Source: an optimization exercise on an open RTL-to-GDS flow (aim: small area). Production flows keep margins and buffers that such runs may drop. Function was checked by simulation only, so behaviour that the tests miss may differ from the original. No activity file was given, so power comes from the tool's default toggle rates. No driver is modelled on the clock port, so clocking that relies on it looks cheaper here than on a real chip.

Setup of run 1:
// sprite_display_top
module sprite_display_top (
	input  wire         CLK,
	input  wire         RESET,
	input  wire         avl_cs,
	input  wire         avl_read,
	input  wire         avl_write,
	input  wire [3:0]   avl_byte_en,
	input  wire [8:0]   avl_addr,
	input  wire [31:0]  avl_writedata,
	output logic [31:0] readdata,
	output logic [3:0]  red,
	output logic [3:0]  green,
	output logic [3:0]  blue,
	output logic        hs,
	output logic        vs,
	output logic        blank,
	output logic        pixel_clk
);
Size: roughly 1,700 cells after synthesis, about 580 flip-flops, about 25,000 sq um of cells after synthesis.
export LEC_CHECK = 0
export CAP_MARGIN = 20
export CORE_MARGIN = 2
export CORE_UTILIZATION = 70
export PLACE_DENSITY = 0.8
export SLEW_MARGIN = 20
export SYNTH_HIERARCHICAL = 1
create_clock -name core_clock -period 8.0 [get_ports {CLK}]
standard.sh (not shown) runs the stock make flow with config.mk's settings and CLKGATE_MAP_FILE= SYNTH_SCRIPT=/design/flow/synth_recipe.tcl, a recipe that flattens the netlist after the stock synthesis.
==> flow/flow/run.sh <==
#!/bin/bash
# the standard layout, with an area-oriented abc mapping script (registers untouched),
# single-drive port buffers and a smaller clock tree
set -euo pipefail
here=$(pwd)
export FLOW_SYNTH_TCL=$here/synth_recipe.tcl
export MY_ABC_SCRIPT=$here/flow/area.abc
bash standard.sh \
  "SYNTH_SCRIPT=$here/flow/my_synth.tcl" \
  "BUFFER_PORTS_ARGS=-buffer_cell sky130_fd_sc_hd__buf_1" \
  "CTS_ARGS=-sink_clustering_enable -repair_clock_nets -buf_list sky130_fd_sc_hd__clkbuf_16 -sink_clustering_size 31 -sink_clustering_max_diameter 150 -dont_use_dummy_load" \
  finish > standard.log 2>&1
==> flow/flow/area.abc <==
&get -n
&st
&dch
&nf -R 1000 -E 20
&st
&syn2
&if -g -K 6
&synch2
&nf -R 1000 -E 20
&st
&syn2
&if -g -K 6
&synch2
&nf -R 1000 -E 20
&put
==> flow/flow/my_synth.tcl <==
# The standard flow's synthesis script, with ORFS's abc call given this folder's abc script
set f [open $::env(FLOW_SYNTH_TCL)]; set my_txt [read $f]; close $f
set f [open $::env(SCRIPTS_DIR)/synth.tcl]; set synth_txt [read $f]; close $f
set synth_txt [string map [list {log_cmd abc {*}$abc_args} "lset abc_args 1 $::env(MY_ABC_SCRIPT); log_cmd abc {*}\$abc_args"] $synth_txt]
set my_txt [string map [list {source $::env(SCRIPTS_DIR)/synth.tcl} $synth_txt] $my_txt]
eval $my_txt
Inputs modified between run 1 and run 2:
- changing CORE_UTILIZATION from 70 to 40
- changing PLACE_DENSITY from 0.8 to 0.6
diff --git a/flow/flow/run.sh b/flow/flow/run.sh
--- a/flow/flow/run.sh
+++ b/flow/flow/run.sh
@@ -9,4 +9,4 @@
   "SYNTH_SCRIPT=$here/flow/my_synth.tcl" \
   "BUFFER_PORTS_ARGS=-buffer_cell sky130_fd_sc_hd__buf_1" \
-  "CTS_ARGS=-sink_clustering_enable -repair_clock_nets -buf_list sky130_fd_sc_hd__clkbuf_16 -sink_clustering_size 31 -sink_clustering_max_diameter 150 -dont_use_dummy_load" \
+  "CTS_ARGS=-sink_clustering_enable -repair_clock_nets -buf_list sky130_fd_sc_hd__clkbuf_16 -sink_clustering_size 26 -sink_clustering_max_diameter 150 -dont_use_dummy_load" \
   finish > standard.log 2>&1
## What came out
- Run 2 went all the way through the flow, and no timing, DRC or antenna check failed.
- Going from run 1 to run 2, worst slack on hold paths level; final area rose by 2.5%.
- Run 1 → run 2: global-route usage over all layers saw a decrease; share of total power in combinational logic neither gained nor lost much; clock skew stayed essentially flat; area added between synthesis and finish moved up.
- Of the two values seen for origin of the worst setup path, draw_y[1]$_SDFFE_PP0P_ was produced by run 2 and draw_x[0]$_SDFF_PP0_ by run 1.
## Diff of input files: run 3 against run 2
- swapping 40 for 70 in CORE_UTILIZATION
- swapping 0.6 for 0.8 in PLACE_DENSITY
diff --git a/flow/flow/run.sh b/flow/flow/run.sh
--- a/flow/flow/run.sh
+++ b/flow/flow/run.sh
@@ -9,4 +9,4 @@
   "SYNTH_SCRIPT=$here/flow/my_synth.tcl" \
   "BUFFER_PORTS_ARGS=-buffer_cell sky130_fd_sc_hd__buf_1" \
-  "CTS_ARGS=-sink_clustering_enable -repair_clock_nets -buf_list sky130_fd_sc_hd__clkbuf_16 -sink_clustering_size 26 -sink_clustering_max_diameter 150 -dont_use_dummy_load" \
+  "CTS_ARGS=-sink_clustering_enable -repair_clock_nets -buf_list sky130_fd_sc_hd__clkbuf_16 -sink_clustering_size 28 -sink_clustering_max_diameter 150 -dont_use_dummy_load" \
   finish > standard.log 2>&1
==> results.txt <==
The wire length on met1 in run 2 is 1.3 times that in run 3.
When the final numbers for run 3 and run 2 were put side by side, the insertion delay to the later sink of the worst-skew pair turned out to be smaller in run 2.
Setup slack of the critical path after layout ends up lower on run 3.
Number of buffers other than clock buffers in the final layout ends up higher on run 2.
Routed wire length delta for run 3 relative to run 2: 6.6 mm lower
Origin of the worst setup path = draw_y[1]$_SDFFE_PP0P_: run 2; origin of the worst setup path = draw_x[0]$_SDFF_PP0_: run 3
Run 3: sequential cell area share is 1.4 points higher than what run 2 reported.
Run 3 vs. run 2: synthesis-to-layout area growth down 2.5 points, instance count after placement with tap cells included down 397, total number of vias up 1.7%, final antenna diode count down 1.
Against run 2 as the reference, run 3 delivers a higher share of the clock period used by the worst path.
## Diff of input files: run 4 against run 3
- CORE_UTILIZATION now 40, was 70
- PLACE_DENSITY now 0.6, was 0.8
## What came out
Re final period utilization: run 4 and run 3 aren't equal, and the higher value belongs to run 3.
Run 3 and run 4 ended up with roughly the same number of multi-input combinational cells.
The final reports for run 4 and run 3 show wire length higher in the former.
Run 4 ended up with met4 as its top layer used by detailed routing; run 3 ended up with met5.
Setup changes, run 4 to run 5
- swapping 0.6 for 0.7 in PLACE_DENSITY
- swapping 40 for 55 in CORE_UTILIZATION
Findings:
- From run 4 to run 5, multi-input combinational cell count did not move at all.
- Looking at total power, run 5 sits 0.019 mW lower than run 4 does.
- Comparing run 5 against run 4, there is no change at all in total of hold buffers inserted after clock tree synthesis.
- Worst setup slack was higher in the run labelled run 4.
- Starting density of the core: run 5 higher than run 4
- The portion of total power attributed to combinational logic reported for run 5 is smaller than that of run 4 by 0.2 points.
- Signed area change from the synthesized netlist to the final layout: run 5 vs run 4 down 1.4 points

* * *

Setup of north:
Another version of the RTL of sprite_display_top (not shown whole).
Size: about 98 I/O pins, ~26,000 um2 of cells after synthesis.
Settings: LEC_CHECK=0, CAP_MARGIN=20, CORE_MARGIN=2, CORE_UTILIZATION=40, PLACE_DENSITY=0.6, SLEW_MARGIN=20, SYNTH_HIERARCHICAL=1; clock period 8.0 ns.
==> flow/flow/run.sh <==
#!/bin/bash
# the standard layout, with an area-oriented abc mapping script (registers untouched),
# single-drive port buffers and a smaller clock tree
set -euo pipefail
here=$(pwd)
export FLOW_SYNTH_TCL=$here/synth_recipe.tcl
export MY_ABC_SCRIPT=$here/flow/area.abc
bash standard.sh \
  "SYNTH_SCRIPT=$here/flow/my_synth.tcl" \
  "BUFFER_PORTS_ARGS=-buffer_cell sky130_fd_sc_hd__buf_1" \
  "CTS_ARGS=-sink_clustering_enable -repair_clock_nets -buf_list sky130_fd_sc_hd__clkbuf_16 -sink_clustering_size 25 -sink_clustering_max_diameter 200 -dont_use_dummy_load" \
  finish > standard.log 2>&1
Scripts as last shown in full above: flow/flow/area.abc, flow/flow/my_synth.tcl
north was carried through to the last stage, and its layout satisfied the timing, design-rule and antenna checks.
Inputs modified between north and south:
Settings: changing CORE_UTILIZATION from 40 to 55; changing PLACE_DENSITY from 0.6 to 0.7.
diff --git a/flow/flow/run.sh b/flow/flow/run.sh
--- a/flow/flow/run.sh
+++ b/flow/flow/run.sh
@@ -11 +11 @@
-  "CTS_ARGS=-sink_clustering_enable -repair_clock_nets -buf_list sky130_fd_sc_hd__clkbuf_16 -sink_clustering_size 25 -sink_clustering_max_diameter 200 -dont_use_dummy_load" \
+  "CTS_ARGS=-sink_clustering_enable -repair_clock_nets -buf_list sky130_fd_sc_hd__clkbuf_16 -sink_clustering_size 28 -sink_clustering_max_diameter 150 -dont_use_dummy_load" \
==> results.txt <==
Across south and north, none had a timing, DRC or antenna violation. Count of clock-net buffers in the final layout went down by more than 10% going from north to south. Compared with north, in south internal power consumption went down, final-report setup violation count did not really move, routing usage on met1 went up, largest vdd supply drop went up, area of the die went down. south ended up with met4 as its top layer used by detailed routing; north ended up with met5.
Edits applied to the flow inputs when going from south to east:
Settings: changing CORE_UTILIZATION from 55 to 40; changing PLACE_DENSITY from 0.7 to 0.6.
diff --git a/flow/flow/run.sh b/flow/flow/run.sh
--- a/flow/flow/run.sh
+++ b/flow/flow/run.sh
@@ -7,0 +8,3 @@
+# the platform's don't-use cells, and the larger plain buffers so repair uses small ones
+dont_use="$(make -s -C $FLOW_HOME DESIGN_CONFIG=$here/config.mk print-DONT_USE_CELLS 2>/dev/null | sed 's/^DONT_USE_CELLS[:=] *//') sky130_fd_sc_hd__buf_4 sky130_fd_sc_hd__buf_6 sky130_fd_sc_hd__buf_8 sky130_fd_sc_hd__buf_12 sky130_fd_sc_hd__buf_16"
+echo "$dont_use" > dont_use.txt
@@ -9,0 +13,2 @@
+  "DONT_USE_CELLS=$dont_use" \
+  "MIN_BUF_CELL_AND_PORTS=sky130_fd_sc_hd__buf_2 A X" \
### Flow results
- Between east and south, it is east whose fill cell instance count of the final layout is higher, by 2,165.
- Looking at layout buffering overhead excluding clock cells, east sits above south.
- Summary — combinational power share, east relative to south: higher, by 0.2 points.
- Routed wire length | east above south
Modified inputs, west compared to east
diff --git a/flow/flow/run.sh b/flow/flow/run.sh
--- a/flow/flow/run.sh
+++ b/flow/flow/run.sh
@@ -8,3 +7,0 @@
-# the platform's don't-use cells, and the larger plain buffers so repair uses small ones
-dont_use="$(make -s -C $FLOW_HOME DESIGN_CONFIG=$here/config.mk print-DONT_USE_CELLS 2>/dev/null | sed 's/^DONT_USE_CELLS[:=] *//') sky130_fd_sc_hd__buf_4 sky130_fd_sc_hd__buf_6 sky130_fd_sc_hd__buf_8 sky130_fd_sc_hd__buf_12 sky130_fd_sc_hd__buf_16"
-echo "$dont_use" > dont_use.txt
@@ -13,2 +9,0 @@
-  "DONT_USE_CELLS=$dont_use" \
-  "MIN_BUF_CELL_AND_PORTS=sky130_fd_sc_hd__buf_2 A X" \
==> comparison <==
east -> west: height of the die flat
Delay of the slowest cell on the worst path was lower in the run labelled east.
Changes observed in west relative to east: power share of the sequential group neither gained nor lost much; portion of the post-synthesis area used by sequential elements went down 0.21 points.

-- afterwards: timing with drivers on the ports --
The flow's constraints put no driver on any port. The routed layouts listed below were extracted and timed again, unchanged, in two steps. Step 1, drivers: a clkbuf_16 drives CLK and a buf_2 each remaining input, both assumed. Step 2 moves the port delays by t, midway between the first and last clock arrival at a register: inputs arrive t later, outputs are due t later. That takes back most of the time a late clock gives input paths. a / b / c = ideal ports / drivers / drivers and shift; a / b = the first two.
run	t (ns)	slack for setup (ns)	worst setup path at the end
run 1	0.623	1.429 / 1.429 / 1.429	register to register
run 2	0.641	1.506 / 1.506 / 1.506	register to register
run 3	0.632	1.476 / 1.476 / 1.476	register to register
run 4	0.668	1.542 / 1.542 / 1.542	register to register
run 5	0.644	1.410 / 1.410 / 1.410	register to register
north	0.660	2.046 / 2.046 / 2.046	register to register
south	0.645	1.782 / 1.782 / 1.782	register to register
east	0.643	1.742 / 1.742 / 1.742	register to register
west	0.658	2.017 / 2.017 / 2.017	register to register
After both steps setup and hold are still met in every run listed.
